This is an optimization exercise on Yosys and OpenROAD, whose aim is small area, a short achievable clock period and few clock cycles per item, not a production implementation.
Only simulation tests tie the RTL to the original design; equivalence was not proved.

## the baseline
==> flow/design.v <==
module mlp_sequencer #(
   parameter int N1        = 98,
   parameter int N2        = 10,
   parameter int W_K       = 4,
   parameter int W_X       = 8,
   parameter int W_OUT     = 16,
   parameter int ACT_SHIFT = 4,
   parameter int OUT_SHIFT = 8
) (
   input  logic                         clk,
   input  logic                         rstn,
   input  logic                         s_valid,
   output logic                         s_ready,
   input  logic [W_X-1:0]               s_data,
   output logic                         m_valid,
   input  logic                         m_ready,
   output logic [W_OUT-1:0]             m_data,
   output logic                         busy,
   output logic [1:0]                   w_sel,
   output logic [$clog2(N2+1)-1:0]      w_neuron,
   output logic [$clog2(N1/2+1)-1:0]    w_idx,
   input  logic [W_K-1:0]               w_data,
   output logic [W_K-1:0]               tanh_idx,
   input  logic [W_OUT-1:0]             tanh_data
);
   localparam int HALF   = N1 / 2;
   localparam int NEU_W  = $clog2(N2 + 1);
   localparam int IDX_W  = $clog2(N1 / 2 + 1);
   localparam int ACC1_W = W_X + W_K + $clog2(N1 + 2) - 1;    
   localparam int ACC2_W = W_OUT + W_K + $clog2(N2 + 1) - 1;  
   localparam int XW     = (W_OUT > W_X) ? W_OUT : W_X;
   localparam int TAP    = 2;    
   localparam logic signed [ACC1_W-1:0] T_MAX = ACC1_W'(2 ** (W_K - 1) - 1);
   localparam logic signed [ACC1_W-1:0] T_MIN = ACC1_W'(-(2 ** (W_K - 1)));
   logic                     r_l2;       
   logic                     r_out;      
   logic                     r_act;      
   logic [3:0]               r_pcnt;     
   logic                     r_first;    
   logic [1:0]               r_sel;
   logic [NEU_W-1:0]         r_neu;      
   logic [IDX_W-1:0]         r_idx;
   logic signed [XW-1:0]     r_x;        
   logic [W_K-1:0]           r_t;
   logic [ACC2_W-ACC1_W-1:0] r_yh;       
   logic                     r_m_valid;
   logic [N2*ACC1_W-1:0]     r_ring;
   logic                     r_mz, r_m2;  
   logic                     r_rdy;      
   logic                     r_neg0, r_one0, r_two0, r_neg1, r_one1, r_two1;
   logic                     w_bias, w_rdy, w_acc, w_last, w_mac, w_xld;
   logic [3:0]               w_pcnt;
   logic signed [XW-1:0]     w_x;
   logic [NEU_W-1:0]         w_neu_n;
   logic signed [ACC1_W-1:0] w_head, w_tap, w_sh;
   logic signed [ACC2_W-1:0] w_y;
   logic signed [ACC2_W-1:0] w_a, w_sum;
   logic [W_K-1:0]           w_t;
   assign w_head  = r_ring[ACC1_W-1:0];
   assign w_y     = {r_yh, r_ring[N2*ACC1_W-1 -: ACC1_W]};
   assign w_tap   = r_ring[TAP*ACC1_W +: ACC1_W];
   assign w_bias  = r_idx == IDX_W'(HALF);
   assign w_rdy   = r_rdy;
   assign w_acc   = s_valid && w_rdy;
   assign w_last  = r_pcnt == 4'd9;
   assign w_mac   = r_l2 || (!r_out && (r_act || w_bias || w_acc));
   always_comb begin
      if (r_l2 || r_out) w_pcnt = (r_pcnt == 4'd13) ? r_pcnt : r_pcnt + 1'b1;
      else if (!r_act) w_pcnt = 4'd1;
      else if (w_last && w_bias && r_sel != 2'd0) w_pcnt = '0;
      else w_pcnt = r_pcnt + 1'b1;
   end
   always_comb begin
      w_xld = 1'b1;
      w_x   = $signed(tanh_data);
      if (r_out) begin
         w_xld = r_pcnt == 4'd12;
         w_x   = XW'(w_y >>> OUT_SHIFT);
      end else if (!r_l2) begin
         w_xld = !r_act;
         w_x   = w_bias ? XW'(1) : XW'($signed(s_data));
      end else if (r_pcnt == 4'd10) begin
         w_x   = XW'(1);
      end
   end
   assign w_neu_n = (r_neu == NEU_W'(N2 - 1)) ? '0 : r_neu + 1'b1;
   assign s_ready  = rstn && w_rdy;
   assign busy     = rstn && !w_rdy;
   assign w_sel    = r_sel;
   assign w_neuron = r_neu;
   assign w_idx    = r_idx;
   assign tanh_idx = r_t;
   assign m_valid  = r_m_valid;
   assign m_data   = r_x;
   logic [XW:0]          b_x, b_x2, b_pp0, b_pp1;
   logic [ACC2_W-1:0]    c_r1, c_r2, c_s, c_c;
   assign b_x    = {r_x[XW-1], r_x};
   assign b_x2   = {r_x, 1'b0};
   assign b_pp0  = (({(XW+1){r_one0}} & b_x) | ({(XW+1){r_two0}} & b_x2)) ^ {(XW+1){r_neg0}};
   assign b_pp1  = (({(XW+1){r_one1}} & b_x) | ({(XW+1){r_two1}} & b_x2)) ^ {(XW+1){r_neg1}};
   assign w_a    = r_mz ? '0 : r_m2 ? w_y : ACC2_W'(w_head);
   assign c_r1   = {4'b1111, ~b_pp0[XW], b_pp0[XW], b_pp0[XW], b_pp0[XW-1:0]};
   assign c_r2   = {4'b0000, ~b_pp1[XW], b_pp1[XW-1:0], r_neg1, r_neg0};
   assign c_s    = w_a ^ c_r1 ^ c_r2;
   assign c_c    = (w_a & c_r1) | (w_a & c_r2) | (c_r1 & c_r2);
   logic [ACC2_W:0] c_sum;
   assign c_sum  = {c_s, r_neg1} + {c_c[ACC2_W-2:0], r_neg1, r_neg1};
   assign w_sum  = c_sum[ACC2_W:1];
   always_comb begin
      w_sh = w_tap >>> ACT_SHIFT;
      if (w_sh > T_MAX)      w_t = W_K'(2 ** W_K - 1);
      else if (w_sh < T_MIN) w_t = '0;
      else                   w_t = W_K'(w_sh) ^ W_K'(2 ** (W_K - 1));
   end
   always_ff @(posedge clk) begin
      r_ring <= {w_sum[ACC1_W-1:0], r_ring[N2*ACC1_W-1:ACC1_W]};
      r_neg0 <= w_mac & w_data[1];
      r_one0 <= w_mac & w_data[0];
      r_two0 <= w_mac & w_data[1] & ~w_data[0];
      r_neg1 <= w_mac & w_data[3] & ~(w_data[2] & w_data[1]);
      r_one1 <= w_mac & (w_data[2] ^ w_data[1]);
      r_two1 <= w_mac & ((w_data[3] & ~w_data[2] & ~w_data[1]) | (~w_data[3] & w_data[2] & w_data[1]));
      r_pcnt <= w_pcnt;
      r_mz   <= r_l2 ? r_pcnt == 4'd0 : r_first;
      r_m2   <= r_l2;
      if (w_xld) r_x <= w_x;
      r_t    <= w_t;
      r_yh   <= w_sum[ACC2_W-1:ACC1_W];
   end
   always_ff @(posedge clk) begin
      if (!rstn) begin
         r_l2      <= 1'b0;
         r_out     <= 1'b0;
         r_act     <= 1'b0;
         r_first   <= 1'b1;
         r_sel     <= '0;
         r_neu     <= '0;
         r_idx     <= '0;
         r_m_valid <= 1'b0;
         r_rdy     <= 1'b1;
      end else begin
         r_neu <= w_neu_n;
         if (r_out && r_pcnt == 4'd12) r_m_valid <= 1'b1;
         else if (m_ready) r_m_valid <= 1'b0;
         if (r_out) begin
            if (r_pcnt == 4'd13 && m_ready) begin
               r_out <= 1'b0;
               r_rdy <= 1'b1;
            end
         end else if (r_l2) begin
            r_idx <= IDX_W'(w_neu_n);
            if (r_pcnt == 4'd9) begin
               r_idx <= IDX_W'(N2);
            end else if (r_pcnt == 4'd10) begin
               r_l2    <= 1'b0;
               r_out   <= 1'b1;
               r_first <= 1'b1;
               r_sel   <= '0;
               r_idx   <= '0;
            end
         end else if (!r_act) begin
            if (w_bias) begin
               r_act <= 1'b1;
               r_rdy <= 1'b0;
            end else if (w_acc) begin
               if (|s_data) begin
                  r_act <= 1'b1;
                  r_rdy <= 1'b0;
               end else begin
                  r_idx <= r_idx + 1'b1;
                  r_rdy <= r_idx != IDX_W'(HALF - 1);
               end
            end
         end else if (w_last) begin
            r_act   <= 1'b0;
            r_first <= 1'b0;
            if (!w_bias) begin
               r_idx <= r_idx + 1'b1;
               r_rdy <= r_idx != IDX_W'(HALF - 1);
            end else if (r_sel == 2'd0) begin
               r_sel <= 2'd1;
               r_idx <= '0;
               r_rdy <= 1'b1;
            end else begin
               r_l2  <= 1'b1;
               r_sel <= 2'd2;
               r_idx <= IDX_W'(w_neu_n);
            end
         end
      end
   end
endmodule
Settings: LEC_CHECK=0, CAP_MARGIN=20, CORE_MARGIN=2, CORE_UTILIZATION=40, CTS_BUF_LIST=sky130_fd_sc_hd__clkbuf_16, CTS_CLUSTER_DIAMETER=120, CTS_CLUSTER_SIZE=25, SETUP_SLACK_MARGIN=4.45, SLEW_MARGIN=20; clock period 8.0 ns.
standard.sh (not shown) runs the stock make flow with config.mk's settings and CLKGATE_MAP_FILE= SYNTH_SCRIPT=/design/flow/synth_recipe.tcl, a recipe that flattens the netlist after the stock synthesis.
==> flow/flow/run.sh <==
#!/bin/bash
# Standard layout with two changes: port buffers are plain buf_2 cells, and
# after placement the reset port buffer keeps only the gates of s_ready and
# busy, while a new buffer drives the rest of the reset net (flow/iso.tcl).
set -e
export BUFFER_PORTS_ARGS="-buffer_cell sky130_fd_sc_hd__buf_2"
bash standard.sh place > standard_place.log 2>&1
RES=$PWD/orfs/results/sky130hd/mlp_sequencer/base
RES=$RES OUT=$RES/3_place.odb openroad -no_init -exit flow/iso.tcl > iso.log 2>&1
bash standard.sh finish > standard_finish.log 2>&1
Other scripts of this flow, unchanged in this note and not shown: flow/flow/iso.tcl
Testbench counts of the baseline, summed over its fixed seeds: cycles 89,766, items 96.
diff inputs: the baseline => the candidate
-- flow/design.v --
<<< the baseline, line 30
   localparam int ACC2_W = W_OUT + W_K + $clog2(N2 + 1) - 1;  
   localparam int XW     = (W_OUT > W_X) ? W_OUT : W_X;
   localparam int TAP    = 2;    
   localparam logic signed [ACC1_W-1:0] T_MAX = ACC1_W'(2 ** (W_K - 1) - 1);
   localparam logic signed [ACC1_W-1:0] T_MIN = ACC1_W'(-(2 ** (W_K - 1)));
>>> the candidate, line 30
   localparam int ACC2_W = W_OUT + W_K + $clog2(N2 + 1) - 1;  
   localparam int XW     = (W_OUT > W_X) ? W_OUT : W_X;
   localparam int TAP    = 1;    
   localparam logic signed [ACC1_W-1:0] T_MAX = ACC1_W'(2 ** (W_K - 1) - 1);
   localparam logic signed [ACC1_W-1:0] T_MIN = ACC1_W'(-(2 ** (W_K - 1)));
<<< the baseline, line 42
   logic [IDX_W-1:0]         r_idx;
   logic signed [XW-1:0]     r_x;        
   logic [W_K-1:0]           r_t;
   logic [ACC2_W-ACC1_W-1:0] r_yh;       
   logic                     r_m_valid;
>>> the candidate, line 42
   logic [IDX_W-1:0]         r_idx;
   logic signed [XW-1:0]     r_x;        
   logic [ACC2_W-ACC1_W-1:0] r_yh;       
   logic                     r_m_valid;
<<< the baseline, line 90
   assign w_neuron = r_neu;
   assign w_idx    = r_idx;
   assign tanh_idx = r_t;
   assign m_valid  = r_m_valid;
   assign m_data   = r_x;
>>> the candidate, line 89
   assign w_neuron = r_neu;
   assign w_idx    = r_idx;
   assign tanh_idx = w_t;
   assign m_valid  = r_m_valid;
   assign m_data   = r_x;
<<< the baseline, line 125
      r_m2   <= r_l2;
      if (w_xld) r_x <= w_x;
      r_t    <= w_t;
      r_yh   <= w_sum[ACC2_W-1:ACC1_W];
   end
>>> the candidate, line 124
      r_m2   <= r_l2;
      if (w_xld) r_x <= w_x;
      r_yh   <= w_sum[ACC2_W-1:ACC1_W];
   end
==> comparison <==
The candidate ran to completion and came out clean on the timing, DRC and antenna checks.
The baseline | stages: all done | timing, DRC, antenna: all pass
Comparing the candidate and the baseline, global-route usage is lower on the candidate.
The faster design of the two is the baseline; the candidate tops out lower.
Logic depth of the worst setup path including buffers for the candidate is higher than for the baseline.
Cmp the candidate and the baseline / synthesized area / higher: the baseline
The candidate ended up with a lower proportion of cell area occupied by registers than the baseline did.
Of the two values seen for capturing instance or port of the critical path, r_yh[4] was produced by the candidate and s_ready by the baseline.
Testbench counts of the candidate, summed over its fixed seeds: cycles 89,766, items 96.

[static timing again, ports no longer ideal]
How much do the figures lean on ideal ports? The routed layouts below were timed once more, with nothing changed but the port constraints.
Step 1, drivers: a clkbuf_16 drives clk and a buf_2 each remaining input, both assumed.
Step 2, shift: input delay + t, output delay - t, t = (earliest + latest rising clock arrival at the registers) / 2. This alone moves slack from input paths to output paths.
a / b / c = no drivers / after step 1 / after step 2; a / b = the first two.
| run | t, ns | setup WS [ns] | worst hold slack (ns) | worst slew at a driven data input, ns |
|---|---|---|---|---|
| the baseline | 0.518 | 4.448 / 4.414 / 4.414 | 0.323 / 0.323 / 0.323 | 0.04 |
| the candidate | 0.509 | 4.433 / 4.417 / 4.290 | 0.319 / 0.319 / 0.319 | 0.04 |
After both steps setup and hold are still met in every run listed. The setup slack of the candidate, which loses most, moves by -0.016 ns with the drivers and by -0.143 ns with both steps.
